This design comes from an exercise in tuning for small area on the open sky130 flow, not from production work. The RTL was checked by simulation tests, not by an equivalence proof against the original design. Power figures rest on the tool's default switching activity, not on a simulated workload.

==> flow/design.v <==
`default_nettype none
package wdbp_pkg;
	localparam int WORD_W  = 32;
	localparam int BYTE_W  = 8;
	localparam int COUNT_W = 16;
	localparam int POS_W   = 5;
	localparam int CFG_IDX_W = 2;
	typedef logic [CFG_IDX_W-1:0] cfg_idx_t;
	localparam cfg_idx_t CFG_BYTE_SWAPPED = 2'd0;
	localparam cfg_idx_t CFG_QUERY_BEGIN  = 2'd1;
	localparam cfg_idx_t CFG_QUERY_END    = 2'd2;
	typedef enum logic [1:0] {
		KIND_NONE = 2'd0,
		KIND_BED  = 2'd1,
		KIND_VAR  = 2'd2,
		KIND_FIX  = 2'd3
	} kind_t;
endpackage
`default_nettype wire
`default_nettype none
import wdbp_pkg::*;
module wdbp_window (
	input  wire logic [WORD_W-1:0] lo,
	input  wire logic [WORD_W-1:0] hi,
	input  wire logic [WORD_W-1:0] a,
	input  wire logic [WORD_W-1:0] b,
	output logic                   below,
	output logic                   above,
	output logic                   empty
);
	function automatic logic less(input logic [WORD_W-1:0] x, input logic [WORD_W-1:0] y,
		input logic signed_cmp);
		logic c;
		c = 1'b0;
		for (int i = 0; i < WORD_W - 1; i++) begin
			c = (!x[i] && y[i]) || ((!x[i] || y[i]) && c);
		end
		if (signed_cmp) begin
			c = (x[WORD_W-1] && !y[WORD_W-1]) || ((x[WORD_W-1] || !y[WORD_W-1]) && c);
		end
		less = c;
	endfunction
	always_comb begin
		below = less(hi, a, 1'b1);
		above = less(b, lo, 1'b1);
		empty = !lo[WORD_W-1] && !hi[WORD_W-1] && less(hi, lo, 1'b0);
	end
endmodule
`default_nettype wire
`default_nettype none
import wdbp_pkg::*;
module wig_data_block_parser (
	input  wire logic              clk,
	input  wire logic              arst_n,
	input  wire logic              in_valid,
	output wire logic              in_ready,
	input  wire logic [BYTE_W-1:0] in_data,
	input  wire logic              in_last,
	output wire logic              row_valid,
	input  wire logic              row_ready,
	output wire logic [WORD_W-1:0] row_start,
	output wire logic [WORD_W-1:0] row_end,
	output wire logic [WORD_W-1:0] row_value,
	output wire logic [WORD_W-1:0] row_chrom,
	output wire logic              row_bad,
	output wire logic              row_final,
	input  wire logic              cfg_valid,
	output wire logic              cfg_ready,
	input  wire logic [CFG_IDX_W-1:0] cfg_addr,
	input  wire logic [WORD_W-1:0] cfg_wdata
);
	logic               swap_q;
	logic               qb_sign_q;
	logic [WORD_W-1:0]  qb_q;
	logic               qe_sign_q;
	logic [WORD_W-1:0]  qe_q;
	logic [POS_W-1:0]   pos_q;
	logic               in_header_q;
	wdbp_pkg::kind_t    kind_q;
	logic               missed_q;
	logic [COUNT_W-1:0] left_q;
	logic [WORD_W-1:0]  chrom_q;
	logic [WORD_W-1:0]  start_q;
	logic [WORD_W-1:0]  end_q;
	logic [WORD_W-1:0]  inc_q;
	logic [WORD_W-1:0]  value_q;
	logic               out_valid_q;
	logic               accept;
	logic               hdr_take;
	logic               rec_take;
	logic               active_rec;
	logic               row_done;
	logic               hdr_done;
	logic               clear_pos;
	logic [3:0]         lane_en;
	logic [3:0]         lane_clr;
	logic [2:0]         field;
	logic [BYTE_W-1:0]  din;
	logic [WORD_W-1:0]  din_w;
	logic [WORD_W-1:0]  sum;
	logic [WORD_W-1:0]  lo;
	logic [WORD_W-1:0]  hi;
	logic               below;
	logic               above;
	logic               empty;
	logic               is_bed;
	logic               is_var;
	logic               is_fix;
	logic               is_none;
	logic               left_zero;
	wdbp_pkg::kind_t    kind_dec;
	assign in_ready  = !out_valid_q || row_ready;
	assign accept    = in_valid && in_ready;
	assign cfg_ready = 1'b1;
	always_comb begin
		is_bed  = (kind_q == KIND_BED);
		is_var  = (kind_q == KIND_VAR);
		is_fix  = (kind_q == KIND_FIX);
		is_none = (kind_q == KIND_NONE);
		left_zero  = (left_q == '0);
		active_rec = !in_header_q && !is_none && !left_zero;
		hdr_take   = accept && in_header_q;
		rec_take   = accept && active_rec;
		hdr_done   = in_header_q && (pos_q == POS_W'(23));
		clear_pos  = in_header_q && (pos_q == POS_W'(21));
		row_done   = active_rec && ((is_bed && pos_q == POS_W'(11)) ||
			(is_var && pos_q == POS_W'(7)) || (is_fix && pos_q[1:0] == 2'd3));
		field = pos_q[4:2];
		for (int g = 0; g < 4; g++) begin
			lane_en[g] = ((swap_q ? ~pos_q[1:0] : pos_q[1:0]) == 2'(g));
		end
		lane_clr = lane_en | {4{clear_pos}};
		din   = clear_pos ? '0 : in_data;
		din_w = {4{din}};
		if (in_data[BYTE_W-1:2] == '0 && in_data[1:0] != 2'd0) begin
			kind_dec = wdbp_pkg::kind_t'(in_data[1:0]);
		end else begin
			kind_dec = KIND_NONE;
		end
		sum = (pos_q[0] ? end_q : start_q) + inc_q;
		lo = {qb_sign_q & qb_q[WORD_W-1], qb_q[WORD_W-2:0]};
		hi = {qe_sign_q & qe_q[WORD_W-1], qe_q[WORD_W-2:0]};
	end
	wdbp_window u_window (
		.lo    (lo),
		.hi    (hi),
		.a     (start_q),
		.b     (end_q),
		.below (below),
		.above (above),
		.empty (empty)
	);
	always_ff @(posedge clk or negedge arst_n) begin
		if (!arst_n) begin
			swap_q      <= 1'b0;
			qb_sign_q   <= 1'b1;
			qe_sign_q   <= 1'b1;
			pos_q       <= '0;
			in_header_q <= 1'b1;
			out_valid_q <= 1'b0;
		end else begin
			if (cfg_valid) begin
				unique case (cfg_addr)
					CFG_BYTE_SWAPPED: swap_q <= cfg_wdata[0];
					CFG_QUERY_BEGIN:  qb_sign_q <= cfg_wdata[WORD_W-1];
					CFG_QUERY_END:    qe_sign_q <= cfg_wdata[WORD_W-1];
					default: ;
				endcase
			end
			if (accept) begin
				if (in_last) begin
					in_header_q <= 1'b1;
					pos_q       <= '0;
				end else if (in_header_q) begin
					if (hdr_done) begin
						in_header_q <= 1'b0;
						pos_q       <= '0;
					end else begin
						pos_q <= pos_q + 1'b1;
					end
				end else if (active_rec) begin
					if (row_done) begin
						pos_q <= is_fix ? POS_W'(4) : '0;
					end else begin
						pos_q <= pos_q + 1'b1;
					end
				end
			end
			if (accept && ((hdr_done && is_none) || (row_done && !missed_q && !below && !above))) begin
				out_valid_q <= 1'b1;
			end else if (row_ready) begin
				out_valid_q <= 1'b0;
			end
		end
	end
	always_ff @(posedge clk) begin
		if (cfg_valid && cfg_addr == CFG_QUERY_BEGIN) begin
			qb_q <= cfg_wdata;
		end else if (hdr_take && field == 3'd1 && qb_sign_q) begin
			for (int g = 0; g < 4; g++) begin
				if (lane_en[g]) qb_q[8*g +: 8] <= din_w[8*g +: 8];
			end
		end
		if (cfg_valid && cfg_addr == CFG_QUERY_END) begin
			qe_q <= cfg_wdata;
		end else if (hdr_take && field == 3'd2 && qe_sign_q) begin
			for (int g = 0; g < 4; g++) begin
				if (lane_en[g]) qe_q[8*g +: 8] <= din_w[8*g +: 8];
			end
		end
		if (hdr_take && pos_q == POS_W'(20)) kind_q <= kind_dec;
		if (hdr_take && pos_q == POS_W'(12)) missed_q <= below || above || empty;
		for (int g = 0; g < 4; g++) begin
			if (hdr_take && field == 3'd0 && lane_en[g]) chrom_q[8*g +: 8] <= din_w[8*g +: 8];
		end
		if (hdr_take && pos_q[4:1] == 4'd11) begin
			if (pos_q[0] ^ swap_q) left_q[15:8] <= din;
			else left_q[7:0] <= din;
		end else if (rec_take && row_done) begin
			left_q <= left_q - 1'b1;
		end
		if (rec_take && is_fix && pos_q == POS_W'(4)) begin
			start_q <= sum;
		end else begin
			for (int g = 0; g < 4; g++) begin
				if (lane_clr[g] && ((hdr_take && field == 3'd1) || (hdr_take && clear_pos && !is_fix) ||
						(rec_take && !is_fix && field == 3'd0))) begin
					start_q[8*g +: 8] <= din_w[8*g +: 8];
				end
			end
		end
		if ((hdr_take && is_fix && pos_q == POS_W'(22)) ||
				(rec_take && is_var && pos_q == POS_W'(4)) ||
				(rec_take && is_fix && pos_q == POS_W'(5))) begin
			end_q <= sum;
		end else begin
			for (int g = 0; g < 4; g++) begin
				if (lane_clr[g] && ((hdr_take && (field == 3'd2 || field == 3'd3)) ||
						(hdr_take && clear_pos && !is_fix) || (rec_take && is_bed && field == 3'd1))) begin
					end_q[8*g +: 8] <= din_w[8*g +: 8];
				end
			end
		end
		if (hdr_take && is_fix && pos_q == POS_W'(22)) begin
			inc_q <= end_q;
		end else begin
			for (int g = 0; g < 4; g++) begin
				if (lane_en[g] && hdr_take && field == 3'd4) inc_q[8*g +: 8] <= din_w[8*g +: 8];
			end
		end
		for (int g = 0; g < 4; g++) begin
			if (lane_clr[g] && ((hdr_take && clear_pos) ||
					(rec_take && ((is_bed && field == 3'd2) || (is_var && field == 3'd1) || is_fix)))) begin
				value_q[8*g +: 8] <= din_w[8*g +: 8];
			end
		end
	end
	assign row_valid = out_valid_q;
	assign row_start = start_q;
	assign row_end   = end_q;
	assign row_value = value_q;
	assign row_chrom = chrom_q;
	assign row_bad   = is_none;
	assign row_final = left_zero && !is_none;
endmodule
`default_nettype wire
export LEC_CHECK = 0
export CAP_MARGIN = 20
export CORE_MARGIN = 2
export CORE_UTILIZATION = 40
export CTS_BUF_LIST = sky130_fd_sc_hd__clkbuf_4
export SLEW_MARGIN = 20
create_clock -name core_clock -period 8.0 [get_ports {clk}]
run.sh (not shown) runs the stock make flow with config.mk's settings and CLKGATE_MAP_FILE= SYNTH_SCRIPT=/design/flow/synth_recipe.tcl, a recipe that flattens the netlist after the stock synthesis.
The first run finished clean.
Next try:
--- a/flow/config.mk
+++ b/flow/config.mk
@@ -9,4 +9,3 @@
 export CORE_MARGIN = 2
 export CORE_UTILIZATION = 40
-export CTS_BUF_LIST = sky130_fd_sc_hd__clkbuf_4
 export SLEW_MARGIN = 20
What happened: Sequential share of layout area rose by 0.17 points; hold slack barely changes; combinational power is about the same; utilization fell by 0.19 points; cell area fell by 0.38%; sequential power hardly moves; non-clock buffer count rose by 1; first-iteration DRC count rose by 9.0%.
Next try:
==> flow/flow/run.sh (new file) <==
#!/bin/bash
# The standard layout (standard.sh) with two changes that only affect buffering:
#  - the port buffers are the smallest buffer cell (buf_1) instead of the resizer's default;
#  - clock tree synthesis uses clkbuf_4 and inserts no dummy loads.
set -euo pipefail
bash standard.sh \
  "BUFFER_PORTS_ARGS=-buffer_cell sky130_fd_sc_hd__buf_1" \
  "CTS_ARGS=-sink_clustering_enable -repair_clock_nets -buf_list sky130_fd_sc_hd__clkbuf_4 -dont_use_dummy_load" \
  finish > standard_make.log 2>&1
==> flow/standard.sh (new file) <==
#!/bin/bash
# synth_recipe.tcl (not shown) runs the flow's synth.tcl, then flattens the netlist and writes it again
# the make line also repeats each setting of config.mk as NAME=value (left out here)
make -C /OpenROAD-flow-scripts/flow DESIGN_CONFIG=/design/flow/config.mk WORK_HOME=/design/flow/orfs CLKGATE_MAP_FILE= SYNTH_SCRIPT=/design/flow/synth_recipe.tcl "${@:-finish}"
removed: flow/run.sh
Result:
- combinational power fell by about 12%
- via count increases by about 1.3%
- utilization fell by 4.2 points
- wire length fell by 2.1%
- power came out lower by 12%
- maximum frequency rose by about 2.4%
- setup slack gets better by 0.12 ns

## static timing again, ports no longer ideal
No port has a modelled driver above. Below, the same layouts with a new extraction and two added sets of constraints.
Step 1, drivers: a clkbuf_16 drives clk and a buf_2 each remaining input, both assumed.
Step 2 also shifts input and output timing later by t, the mid clock arrival at the registers, as if the neighbouring blocks saw the same clock.
Three values: ideal ports, drivers, drivers and shift; two values: the first two.
run	shift t [ns]	setup slack, ns	worst setup path at the end
the first run	0.743	3.045 / 3.045 / 3.045	register to register
the second run	0.588	3.019 / 3.019 / 3.019	register to register
the third run	0.701	3.138 / 3.138 / 3.138	register to register
After both steps every run listed still meets setup and hold.
